What follows belongs to an exercise in optimizing a design on an open flow for small area; a production flow would make more cautious choices. Function was checked by simulation only, so behaviour that the tests miss may differ from the original. Power figures rest on the tool's default switching activity, not on a simulated workload.

==> design.v <==
package cardinal_pkg;
	localparam int XLEN   = 64;     
	localparam int ILEN   = 32;     
	localparam int NREG   = 32;
	localparam int REG_AW = 5;
	localparam int IMM_W  = 16;     
	typedef logic [XLEN-1:0]   word_t;
	typedef logic [REG_AW-1:0] reg_addr_t;
	localparam logic [5:0] OP_ALU   = 6'b101010;
	localparam logic [5:0] OP_LOAD  = 6'b100000;
	localparam logic [5:0] OP_STORE = 6'b100001;
	localparam logic [5:0] FN_AND  = 6'd0;
	localparam logic [5:0] FN_OR   = 6'd1;
	localparam logic [5:0] FN_XOR  = 6'd2;
	localparam logic [5:0] FN_NOT  = 6'd3;
	localparam logic [5:0] FN_MOV  = 6'd4;
	localparam logic [5:0] FN_ADD  = 6'd5;
	localparam logic [5:0] FN_SUB  = 6'd6;
	localparam logic [5:0] FN_SWAP = 6'd9;
	localparam logic [5:0] FN_SLL  = 6'd10;
	localparam logic [5:0] FN_SRL  = 6'd12;
	localparam logic [5:0] FN_SRA  = 6'd14;
	localparam logic [2:0] PPP_HI = 3'b001;     
	localparam logic [2:0] PPP_LO = 3'b010;     
	typedef struct packed {
		logic       as;       
		logic       sub;
		logic       swap;
		logic       sr;       
		logic       sra;
		logic       sll;
		logic [3:0] tt;       
		logic [3:0] wsel;     
	} alu_ctl_t;
endpackage
module simd_alu (
	input  cardinal_pkg::alu_ctl_t i_ctl,
	input  cardinal_pkg::word_t    i_a,     
	input  cardinal_pkg::word_t    i_b,     
	output cardinal_pkg::word_t    o_y
);
	logic       f_sub, f_swap, f_sll, f_sra;
	logic [3:0] wsel;
	logic [3:0] tt;
	assign f_sub  = i_ctl.sub;
	assign f_swap = i_ctl.swap;
	assign f_sll  = i_ctl.sll;
	assign f_sra  = i_ctl.sra;
	assign wsel   = i_ctl.wsel;
	assign tt     = i_ctl.tt;
	cardinal_pkg::word_t sum;
	logic [63:0] bx, p, g;
	logic [63:0] lstart;     
	logic [63:0] gp [7];
	logic [63:0] pp [7];
	logic [63:0] cy;         
	for (genvar i = 0; i < 64; i++) begin : g_lstart
		assign lstart[i] = (i % 8 == 0) & (wsel[0]
			| (wsel[1] & (i % 16 == 0))
			| (wsel[2] & (i % 32 == 0))
			| (i == 0));
	end
	assign bx = i_b;     
	assign p  = i_a ^ bx;
	assign g  = i_a & bx;
	assign gp[0] = g | (p & lstart & {64{f_sub}});
	assign pp[0] = p & ~lstart;
	for (genvar l = 0; l < 6; l++) begin : g_pre
		for (genvar i = 0; i < 64; i++) begin : g_bit
			if (((i >> l) & 1) == 1) begin : g_op
				localparam int J = ((i >> l) << l) - 1;
				assign gp[l+1][i] = gp[l][i] | (pp[l][i] & gp[l][J]);
				assign pp[l+1][i] = pp[l][i] & pp[l][J];
			end else begin : g_pass
				assign gp[l+1][i] = gp[l][i];
				assign pp[l+1][i] = pp[l][i];
			end
		end
	end
	assign cy  = (lstart & {64{f_sub}}) | (~lstart & {gp[6][62:0], 1'b0});
	assign sum = p ^ cy;
	logic [63:0] c [6];
	logic [63:0] cs [6];
	logic [63:0] fill;
	logic [63:0] x [7];
	for (genvar i = 0; i < 64; i++) begin : g_ctl
		for (genvar j = 0; j < 6; j++) begin : g_j
			logic c8, c16, c32, c64;
			assign c8  = (j < 3) ? i_b[(i & ~7)  + (j % 3)] : 1'b0;
			assign c16 = (j < 4) ? i_b[(i & ~15) + (j % 4)] : 1'b0;
			assign c32 = (j < 5) ? i_b[(i & ~31) + (j % 5)] : 1'b0;
			assign c64 = i_b[j];
			assign c[j][i] = (wsel[0] & c8) | (wsel[1] & c16) | (wsel[2] & c32) | (wsel[3] & c64);
		end
		assign fill[i] = f_sra & ((wsel[0] & i_a[i | 7]) | (wsel[1] & i_a[i | 15])
			| (wsel[2] & i_a[i | 31]) | (wsel[3] & i_a[63]));
	end
	for (genvar i = 0; i < 64; i++) begin : g_rev
		for (genvar j = 0; j < 6; j++) begin : g_j
			if (j < 2) begin : g_ns
				assign cs[j][i] = ~f_swap & (f_sll ? c[j][63-i] : c[j][i]);
			end else begin : g_s
				assign cs[j][i] = f_swap ? wsel[j-2] : (f_sll ? c[j][63-i] : c[j][i]);
			end
		end
		assign x[0][i] = i_a[i];     
	end
	for (genvar j = 0; j < 6; j++) begin : g_stage
		localparam int D = 1 << j;
		for (genvar i = 0; i < 64; i++) begin : g_bit
			logic src, xing, wrap, fillp;
			if (i + D > 63) begin : g_top
				assign xing = 1'b1;
			end else begin : g_in
				assign xing = (wsel[0] & ((i % 8)  + D >= 8))
					| (wsel[1] & ((i % 16) + D >= 16))
					| (wsel[2] & ((i % 32) + D >= 32))
					| (wsel[3] & ((i % 64) + D >= 64));
			end
			if (j >= 2 && ((i >> j) & 1) == 1) begin : g_wrap
				assign wrap = f_swap & wsel[j-2];
				assign src  = wrap ? x[j][i-D] : (xing ? fillp : x[j][(i+D) % 64]);
			end else begin : g_nowrap
				assign src  = xing ? fillp : x[j][(i+D) % 64];
			end
			assign fillp = (j % 2 == 1) ? ~fill[i] : fill[i];
			alu_mux2i um (
				.i_s  (cs[j][i]),
				.i_d1 (src),
				.i_d0 (x[j][i]),
				.o_yn (x[j+1][i])
			);
		end
	end
	logic t_g, t_p, t_a, t_na;
	assign t_g  = tt[3];     
	assign t_p  = tt[2];     
	assign t_a  = tt[1];     
	assign t_na = tt[0];     
	for (genvar i = 0; i < 64; i++) begin : g_y
		assign o_y[i] = (t_g & g[i])
			| (t_p & p[i])
			| (t_a & i_a[i])
			| (t_na & ~i_a[i])
			| (i_ctl.as & sum[i])
			| ((i_ctl.sr | f_swap) & x[6][i])
			| (f_sll & x[6][63-i]);
	end
endmodule
module alu_mux2i (
	input  logic i_s,
	input  logic i_d1,
	input  logic i_d0,
	output logic o_yn
);
	assign o_yn = ~(i_s ? i_d1 : i_d0);
endmodule
module fetch_decode (
	input  logic        CLK,
	input  logic        RST,
	input  logic [0:31] i_instruction,
	output logic [0:31] o_pc,
	output logic        o_we,         
	output logic        o_mem,        
	output logic        o_st,         
	output logic [31:1] o_sa,         
	output logic [31:1] o_sb,         
	output logic [4:0]  o_rd,         
	output logic [15:0] o_lo          
);
	logic [31:0] ins;
	logic        is_alu, is_ld, is_st;
	logic [4:0]  ra;
	logic [29:0] pc_q;     
	assign ins    = i_instruction;
	assign is_alu = (ins[31:26] == cardinal_pkg::OP_ALU);
	assign is_ld  = (ins[31:26] == cardinal_pkg::OP_LOAD);
	assign is_st  = (ins[31:26] == cardinal_pkg::OP_STORE);
	assign ra     = is_st ? ins[25:21] : ins[20:16];
	always_ff @(posedge CLK) begin
		if (RST) begin
			pc_q  <= '0;
			o_we  <= 1'b0;
			o_mem <= 1'b0;
			o_st  <= 1'b0;
		end else begin
			pc_q  <= pc_q + 30'd1;
			o_we  <= is_alu | is_ld;
			o_mem <= is_ld | is_st;
			o_st  <= is_st;
		end
	end
	always_ff @(posedge CLK) begin
		for (int r = 1; r < 32; r++) begin
			o_sa[r] <= (ra == r);
			o_sb[r] <= (ins[15:11] == r);
		end
		o_rd <= ins[25:21];
		o_lo <= ins[15:0];
	end
	assign o_pc = {pc_q, 2'b00};
endmodule
module reg_file (
	input  logic                     CLK,
	input  logic                     RST,
	input  logic [31:1]              i_sa,        
	input  logic [31:1]              i_sb,        
	input  logic                     i_we_hi,
	input  logic                     i_we_lo,
	input  cardinal_pkg::reg_addr_t  i_rd,
	input  cardinal_pkg::word_t      i_wdata,
	output cardinal_pkg::word_t      o_rs1,
	output cardinal_pkg::word_t      o_rs2
);
	localparam int N = cardinal_pkg::NREG;
	cardinal_pkg::word_t rf [1:N-1];
	cardinal_pkg::word_t wdata;
	assign wdata = RST ? '0 : i_wdata;
	for (genvar r = 1; r < N; r++) begin : g_row
		logic en_hi, en_lo;
		assign en_hi = RST | (i_we_hi & (i_rd == r));
		assign en_lo = RST | (i_we_lo & (i_rd == r));
		always_ff @(posedge CLK) begin
			if (en_hi) rf[r][63:32] <= wdata[63:32];
			if (en_lo) rf[r][31:0]  <= wdata[31:0];
		end
	end
	for (genvar i = 0; i < 64; i++) begin : g_rd
		logic [10:0] na, nb;     
		for (genvar k = 0; k < 10; k++) begin : g_grp
			rf_aoi222 ua (
				.i_d0 (rf[3*k+1][i]), .i_s0 (i_sa[3*k+1]),
				.i_d1 (rf[3*k+2][i]), .i_s1 (i_sa[3*k+2]),
				.i_d2 (rf[3*k+3][i]), .i_s2 (i_sa[3*k+3]),
				.o_yn (na[k])
			);
			rf_aoi222 ub (
				.i_d0 (rf[3*k+1][i]), .i_s0 (i_sb[3*k+1]),
				.i_d1 (rf[3*k+2][i]), .i_s1 (i_sb[3*k+2]),
				.i_d2 (rf[3*k+3][i]), .i_s2 (i_sb[3*k+3]),
				.o_yn (nb[k])
			);
		end
		assign na[10] = ~(rf[31][i] & i_sa[31]);
		assign nb[10] = ~(rf[31][i] & i_sb[31]);
		assign o_rs1[i] = ~&na;
		assign o_rs2[i] = ~&nb;
	end
endmodule
module rf_aoi222 (
	input  logic i_d0,
	input  logic i_s0,
	input  logic i_d1,
	input  logic i_s1,
	input  logic i_d2,
	input  logic i_s2,
	output logic o_yn
);
	assign o_yn = ~((i_d0 & i_s0) | (i_d1 & i_s1) | (i_d2 & i_s2));
endmodule
module exec_stage (
	input  logic                     CLK,
	input  logic                     RST,
	input  logic                     i_we,
	input  logic                     i_mem,
	input  logic                     i_st,
	input  logic [4:0]               i_rd,
	input  logic [15:0]              i_lo,
	input  cardinal_pkg::word_t      i_rs1,
	input  cardinal_pkg::word_t      i_rs2,
	input  logic [0:63]              i_data_in,
	output logic                     o_mem_en,
	output logic                     o_mem_wr_en,
	output logic [0:31]              o_mem_addr,
	output logic [0:63]              o_data_out,
	output logic                     o_wb_hi,      
	output logic                     o_wb_lo,
	output cardinal_pkg::reg_addr_t  o_wb_rd,
	output cardinal_pkg::word_t      o_wb_data
);
	logic                    ex_we, ex_mem, ex_st;
	logic [4:0]              ex_rd;
	logic [15:0]             ex_lo;
	cardinal_pkg::word_t     ex_rs1, ex_rs2;
	cardinal_pkg::alu_ctl_t  ctl, ex_ctl;
	logic [5:0]              func;
	logic                    hi, lo;
	cardinal_pkg::word_t     alu_y;
	cardinal_pkg::word_t     din;
	always_ff @(posedge CLK) begin
		if (RST) begin
			ex_we  <= 1'b0;
			ex_mem <= 1'b0;
			ex_st  <= 1'b0;
		end else begin
			ex_we  <= i_we;
			ex_mem <= i_mem;
			ex_st  <= i_st;
		end
	end
	assign func = i_lo[5:0];
	always_comb begin
		ctl.wsel = 4'b0001 << i_lo[7:6];
		ctl.tt   = {func == cardinal_pkg::FN_AND || func == cardinal_pkg::FN_OR,      
		            func == cardinal_pkg::FN_OR  || func == cardinal_pkg::FN_XOR,     
		            func == cardinal_pkg::FN_MOV,                                      
		            func == cardinal_pkg::FN_NOT};                                     
		ctl.as   = (func == cardinal_pkg::FN_ADD) || (func == cardinal_pkg::FN_SUB);
		ctl.sub  = (func == cardinal_pkg::FN_SUB);
		ctl.swap = (func == cardinal_pkg::FN_SWAP);
		ctl.sll  = (func == cardinal_pkg::FN_SLL);
		ctl.sr   = (func == cardinal_pkg::FN_SRL) || (func == cardinal_pkg::FN_SRA);
		ctl.sra  = (func == cardinal_pkg::FN_SRA);
	end
	always_ff @(posedge CLK) begin
		ex_ctl <= ctl;
		ex_rd  <= i_rd;
		ex_lo  <= i_lo;
		for (int i = 0; i < 64; i++) begin
			ex_rs1[i] <= (ctl.sll & i_we & ~i_mem) ? i_rs1[63-i] : i_rs1[i];
		end
		ex_rs2 <= i_rs2 ^ {64{ctl.sub}};
	end
	assign o_mem_en    = ex_mem;
	assign o_mem_wr_en = ex_st;
	assign o_mem_addr  = {16'd0, ex_lo};     
	assign o_data_out  = ex_rs1;
	simd_alu alu0 (
		.i_ctl  (ex_ctl),
		.i_a    (ex_rs1),
		.i_b    (ex_rs2),
		.o_y    (alu_y)
	);
	assign hi  = ex_we & (ex_mem | (ex_lo[10:8] != cardinal_pkg::PPP_LO));
	assign lo  = ex_we & (ex_mem | (ex_lo[10:8] != cardinal_pkg::PPP_HI));
	assign din = i_data_in;
	always_ff @(posedge CLK) begin
		if (RST) begin
			o_wb_hi <= 1'b0;
			o_wb_lo <= 1'b0;
		end else begin
			o_wb_hi <= hi;
			o_wb_lo <= lo;
		end
	end
	always_ff @(posedge CLK) begin
		o_wb_rd   <= ex_rd;
		o_wb_data <= ex_mem ? din : alu_y;
	end
endmodule
module cardinal_core (
	input  logic        CLK,
	input  logic        RST,
	input  logic [0:31] i_instruction,     
	input  logic [0:63] i_data_in,         
	output logic [0:31] o_pc,
	output logic [0:63] o_data_out,
	output logic [0:31] o_mem_addr,
	output logic        o_mem_en,
	output logic        o_mem_wr_en
);
	logic                    d_we, d_mem, d_st;
	logic [31:1]             sa, sb;
	logic [4:0]              d_rd;
	logic [15:0]             d_lo;
	cardinal_pkg::word_t     rs1, rs2;
	logic                    wb_hi, wb_lo;
	cardinal_pkg::reg_addr_t wb_rd;
	cardinal_pkg::word_t     wb_data;
	fetch_decode fd0 (
		.CLK           (CLK),
		.RST           (RST),
		.i_instruction (i_instruction),
		.o_pc          (o_pc),
		.o_we          (d_we),
		.o_mem         (d_mem),
		.o_st          (d_st),
		.o_sa          (sa),
		.o_sb          (sb),
		.o_rd          (d_rd),
		.o_lo          (d_lo)
	);
	reg_file rf0 (
		.CLK     (CLK),
		.RST     (RST),
		.i_sa    (sa),
		.i_sb    (sb),
		.i_we_hi (wb_hi),
		.i_we_lo (wb_lo),
		.i_rd    (wb_rd),
		.i_wdata (wb_data),
		.o_rs1   (rs1),
		.o_rs2   (rs2)
	);
	exec_stage ex0 (
		.CLK         (CLK),
		.RST         (RST),
		.i_we        (d_we),
		.i_mem       (d_mem),
		.i_st        (d_st),
		.i_rd        (d_rd),
		.i_lo        (d_lo),
		.i_rs1       (rs1),
		.i_rs2       (rs2),
		.i_data_in   (i_data_in),
		.o_mem_en    (o_mem_en),
		.o_mem_wr_en (o_mem_wr_en),
		.o_mem_addr  (o_mem_addr),
		.o_data_out  (o_data_out),
		.o_wb_hi     (wb_hi),
		.o_wb_lo     (wb_lo),
		.o_wb_rd     (wb_rd),
		.o_wb_data   (wb_data)
	);
endmodule
==> run.sh <==
#!/bin/bash
# synth_recipe.tcl (not shown) runs the flow's synth.tcl, then flattens the netlist and writes it again
# the make line also repeats each setting of config.mk as NAME=value (left out here)
make -C /OpenROAD-flow-scripts/flow DESIGN_CONFIG=/design/flow/config.mk WORK_HOME=/design/flow/orfs CLKGATE_MAP_FILE= SYNTH_SCRIPT=/design/flow/synth_recipe.tcl finish
==> config.mk <==
export PLATFORM = sky130hd
export DESIGN_NAME = cardinal_core
export DESIGN_NICKNAME = cardinal_core
export VERILOG_FILES = /design/flow/design.v
export SDC_FILE = /design/flow/constraint.sdc
export NUM_CORES = 4
export LEC_CHECK = 0
export CAP_MARGIN = 20
export CORE_MARGIN = 2
export CORE_UTILIZATION = 42
export CTS_CLUSTER_DIAMETER = 100
export CTS_CLUSTER_SIZE = 25
export PLACE_DENSITY = 0.55
export SETUP_SLACK_MARGIN = 0.1
export SLEW_MARGIN = 20
export SYNTH_HIERARCHICAL = 1
==> constraint.sdc <==
create_clock -name core_clock -period 6.0 [get_ports {CLK}]
set_input_delay 1.2000 -clock core_clock [delete_from_list [all_inputs] [get_ports {CLK}]]
set_output_delay 1.2000 -clock core_clock [all_outputs]
set_load 0.01 [all_outputs]
==> metrics.md <==
| Metric | Value |
|---|---|
| Startpoint class of the critical path | `flop` |
| Fin. max-slew vios | `0` |
| Clk Latency, worst-skew pair | `0.85 ns` |
| Maximum Capacitance Violations | `0` |
| Final ANT Viol Nets | `0` |
| First-pass GRT wire length | `630300 um` |
| Crit path top cell by count | `mux2i_1` |
| Grt ovf | `0` |
| Vias post-DR | `79380` |
| Layout cells sized above 1 | `11.46%` |
| I/O Buffers | `209` |
| Final setup vio count | `0` |
| CTS tree | `done` |
| Area grow syn2layout | `11.51%` |
| Slew HR | `19.91%` |
| Synth warnings | `22` |
| Sw Pwr | `10.59 mW` |
| DRT iter0 DRCs | `19580` |
| Main flop type after synthesis | `edfxtp_1` |
| Post-synth EDFFs | `1984` |
| Initial antenna violation count | `31` |
| CP Cell Sequence | `or3_1 -> buf_4 -> o21ai_0 -> nor2_1 -> a21oi_1 -> nor2_1 -> buf_4 -> mux2i_1 -> mux2i_1 -> mux2i_1 -> nor2_1 -> a21oi_1 -> mux2i_1 -> nand2_1 -> o21ai_0 -> mux2i_1 -> o21a_1 -> mux2i_1 -> a222oi_1 -> buf_4 -> o2111ai_1 -> buf_4 -> mux2_2` |
| WL per Instance | `46.06 um` |
| Metal3 WL | `66150 um` |
| Vias in the first global route | `74380` |
| Minimum clock period after layout | `5.738 ns` |
| Critical path buffers and inverters | `4` |
| Number of H-tree levels | `3` |
| Switching part of the total power | `30.35%` |
| Total track usage | `37.28%` |
| Root Buffer | `clkbuf_16` |
| Internal power | `24.32 mW` |
| Crit path max-delay cell type | `mux2i_1` |
| IO Count | `228` |
| TNS Setup | `0 ns` |
| Cells after synthesis | `6612` |
| Req. time, crit path | `6.78 ns` |
| Yosys reg bits | `2337` |
| Maximum VDD drop | `0.0002510 V` |
| Placed inst area | `109200 um2` |
| Clock Path Buffers | `3` |
| Top layer in use | `met5` |
| Final hold violation count | `0` |
| Avg Inst Size Synth | `15.31 um2` |
| Post-DR vias/cell | `7.703` |
| Num CTS Buffers | `109` |
| Cell area after layout | `112900 um2` |
| Die W | `495.0 um` |
| Post-Route Utilization | `47.02%` |
| Die ar. | `245000 um2` |
| Sequential share of power | `56.9%` |
| Final period util | `95.63%` |
| Fill cell count | `21010` |
| CP Data Arrival Time | `6.52 ns` |
| Pin count of the biggest net entering global routing | `60` |
| Comb power frac | `17.3%` |
| Hold WS | `0.3356 ns` |
| RSZ-0062 raised after global routing | `false` |
| M1 WL | `175800 um` |
| Final-stage net count | `7179` |
| Routed WL | `474600 um` |
| Mapped Area | `101200 um2` |
| Hold Path Class | `reg -> reg` |
| Clk pwr share | `25.9%` |
| Initial core utilization | `42.17%` |
| CTS sink cnt | `2337` |
| 1st-pass router iterations | `15` |
| Placeable Area | `240100 um2` |
| Async SR Flop Fraction | `0%` |
| Placer Congestion | `1.044` |
| Final Skew | `0.05020 ns` |
| # rows | `180` |
| Sequential area share after synthesis | `65.83%` |
| Critical path's top delay family | `multiplexers` |
| Pwr dens | `309.2 nW/um2` |
| Fmax | `174.3 MHz` |
| CP endpoint kind | `flop` |
| Die height | `495.0 um` |
| Outcome | `no timing/DRC/antenna violations` |
| Dpl hpwl | `298000 um` |
| Synth cell types | `97` |
| Crit path kind | `reg -> reg` |
| Clk pin slew, worst setup/hold paths | `0.10 ns` |
| CP peak stage delay | `0.62 ns` |
| Slew @ Worst Pin | `1.201 ns` |
| Cell leakage power | `38.97 nW` |
| Worst Path Max Fanout | `15` |
| Metal2 WL | `202600 um` |
| Number of remaining DRC errors | `0` |
## metrics by stage
stage               total power [mW]  instances  worst slack [ns]
finish                         34.91      10310            0.2623
floorplan                      22.65       6628            0.6586
global route                   35.62      10300            0.1279
global placement               25.83      10080            0.1833
CTS                            34.62      10290            0.3344
detailed placement             25.90      10080            0.3628
## Yosys stat by module, one instance, submodules excluded, excerpt
module        cells  flops+latches  area [um2]
reg_file       2685           1984       64520
simd_alu       1366              0        8678
exec_stage      500            237        7483
fetch_decode    397            116        3901
alu_mux2i         1              0       10.01
rf_aoi222         1              0       10.01
## state kept, by name (all words and copies together) (netlist names), 5 cells and up
signal and cells:
ex0.o_wb_rd 5, fd0.pc_q 30, ex0.ex_ctl 14, fd0.o_rd 5, fd0.o_sb 31, fd0.o_sa 31, ex0.o_wb_data 64, ex0.ex_lo 16
ex0.ex_rs1 64, fd0.o_lo 16, rf0.rf 1984, ex0.ex_rd 5, ex0.ex_rs2 64
## power groups by stage
stage	registers (mW)	logic [mW]	clock network, mW
3_3_place_gp	20.1	5.75	0
3_5_place_dp	20.1	5.76	0
2_1_floorplan	19.7	2.93	0
4_1_cts	19.8	5.78	9.07
6_report	19.8	6.02	9.04
5_1_grt	19.9	6.12	9.60
## cells in the mapped netlist (9+ instances only)
cell type  number  share of area, %
buf_2          23              0.11
inv_1          37              0.14
a22o_1         11             0.095
nand2b_1       17              0.11
dfxtp_1       353               7.0
o31ai_1        11             0.082
nor2b_1       114              0.70
a211oi_1       18              0.13
buf_1          13             0.048
nand3_1        42              0.21
and2_1         11             0.068
a21oi_1       154              0.76
buf_6          14              0.16
o21bai_1       22              0.16
nor2_1        233              0.86
a21o_1         67              0.50
buf_4          22              0.16
or3_1          17              0.11
xor2_1         25              0.22
mux2i_1       437               4.3
a31oi_1         9             0.056
o21ai_1        10             0.049
nand2_1       310               1.1
xnor2_1        92              0.80
or4_1          14              0.10
o21ai_0        88              0.44
ha_1           65              0.80
mux2_2         76              0.85
a222oi_1     1346                13
a2111o_1      128               1.4
clkbuf_1      152              0.56
edfxtp_1     1984                59
o21a_1        107              0.79
a31o_2         12              0.10
o2111ai_1      41              0.35
nand4_1       269               1.7
a221oi_1       33              0.29
mux2_4         60              0.89
nor3_1         29              0.14
## cells in the final DEF, fill, tap and decap left out, types with 18 or more instances in the layout
master	n
dfxtp_4	65
nand2_1	307
nand4_1	269
nand3_1	42
conb_1	18
clkbuf_16	110
buf_4	290
xor2_1	25
a21o_2	27
mux2i_1	435
ha_1	65
nor3_1	29
mux2_2	76
nor2b_1	53
nor2_1	232
o21bai_4	20
a221oi_1	33
dfxtp_1	283
inv_1	37
clkbuf_1	79
edfxtp_1	1984
a2111o_1	128
clkdlybuf4s50_1	208
xnor2_1	92
o2111ai_1	41
o21a_1	106
nor2b_4	50
a21oi_1	153
a21o_1	43
o21ai_0	86
a222oi_1	1346
mux2_4	60
## worst paths after layout
check | from | end | slack (ns) | cells past startpoint
worst min register to register | fd0.o_lo[12] | ex0.ex_lo[12] | 0.34 | 0
worst max-delay path | ex0.ex_ctl[0] | ex0.o_wb_data[6] | 0.26 | 23
worst min-delay path | fd0.o_lo[12] | ex0.ex_lo[12] | 0.34 | 0
worst max register to register | ex0.ex_ctl[0] | ex0.o_wb_data[6] | 0.26 | 23
## layer usage
layer | GRT usage [%] | vias up
li1 | - | 30700
met2 | 54.89 | 6964
met4 | 20.47 | 8
met1 | 50.14 | 40470
met3 | 9.836 | 1234
met5 | 0 | -
## kinds of logic (layout without fill, tap and decap cells)
kind of cell / count (synthesis) / in the layout / synth area share [%]
AOI/OAI and AO/OA: 2126 / 2126 / 19.20
xor gates and xnor gates: 117 / 117 / 1.012
adders and majority gates: 69 / 69 / 0.8824
buffers and inverters: 269 / 750 / 1.317
DFF: 2337 / 2337 / 65.83
muxes: 577 / 577 / 6.100
other: 2 / 29 / 0.007418
and+or+nand+nor: 1115 / 1115 / 5.656
## final cells by class
type	instances	area (um2)	area share (%)
inverter	38	142.6	0.1263
antenna	11	27.53	0.02438
multi-input combinational	4022	34110	30.22
tap	3185	3985	3.530
sequential	2337	66890	59.26
clock inverter	19	320.3	0.2837
timing repair buffer	504	4359	3.861
clock buffer	189	3049	2.701
## timing repair
item	CTS	global route
hold buffers	0	0
setup endpoints to repair	0	3
setup buffers	0	1
gates resized for setup	0	6

[re-timing with driven ports]
How much do the figures lean on ideal ports? The routed layout below was timed once more, with nothing changed but the port constraints. Step 1: set_driving_cell puts a clkbuf_16 on CLK and a buf_2 on each other input, an assumption about the parent block. Step 2, shift: input delay + t, output delay - t, t = (earliest + latest rising clock arrival at the registers) / 2. This alone moves slack from input paths to output paths. Three values: ideal ports, drivers, drivers and shift; two values: the first two.
t, ns: 0.916
setup WS [ns]: 0.262 / 0.262 / 0.262
hold slack, ns: 0.336 / 0.336 / 0.336
After both steps this run still meets setup and hold. The setup slack of this run moves by 0.000 ns with the drivers and by 0.000 ns with both steps.
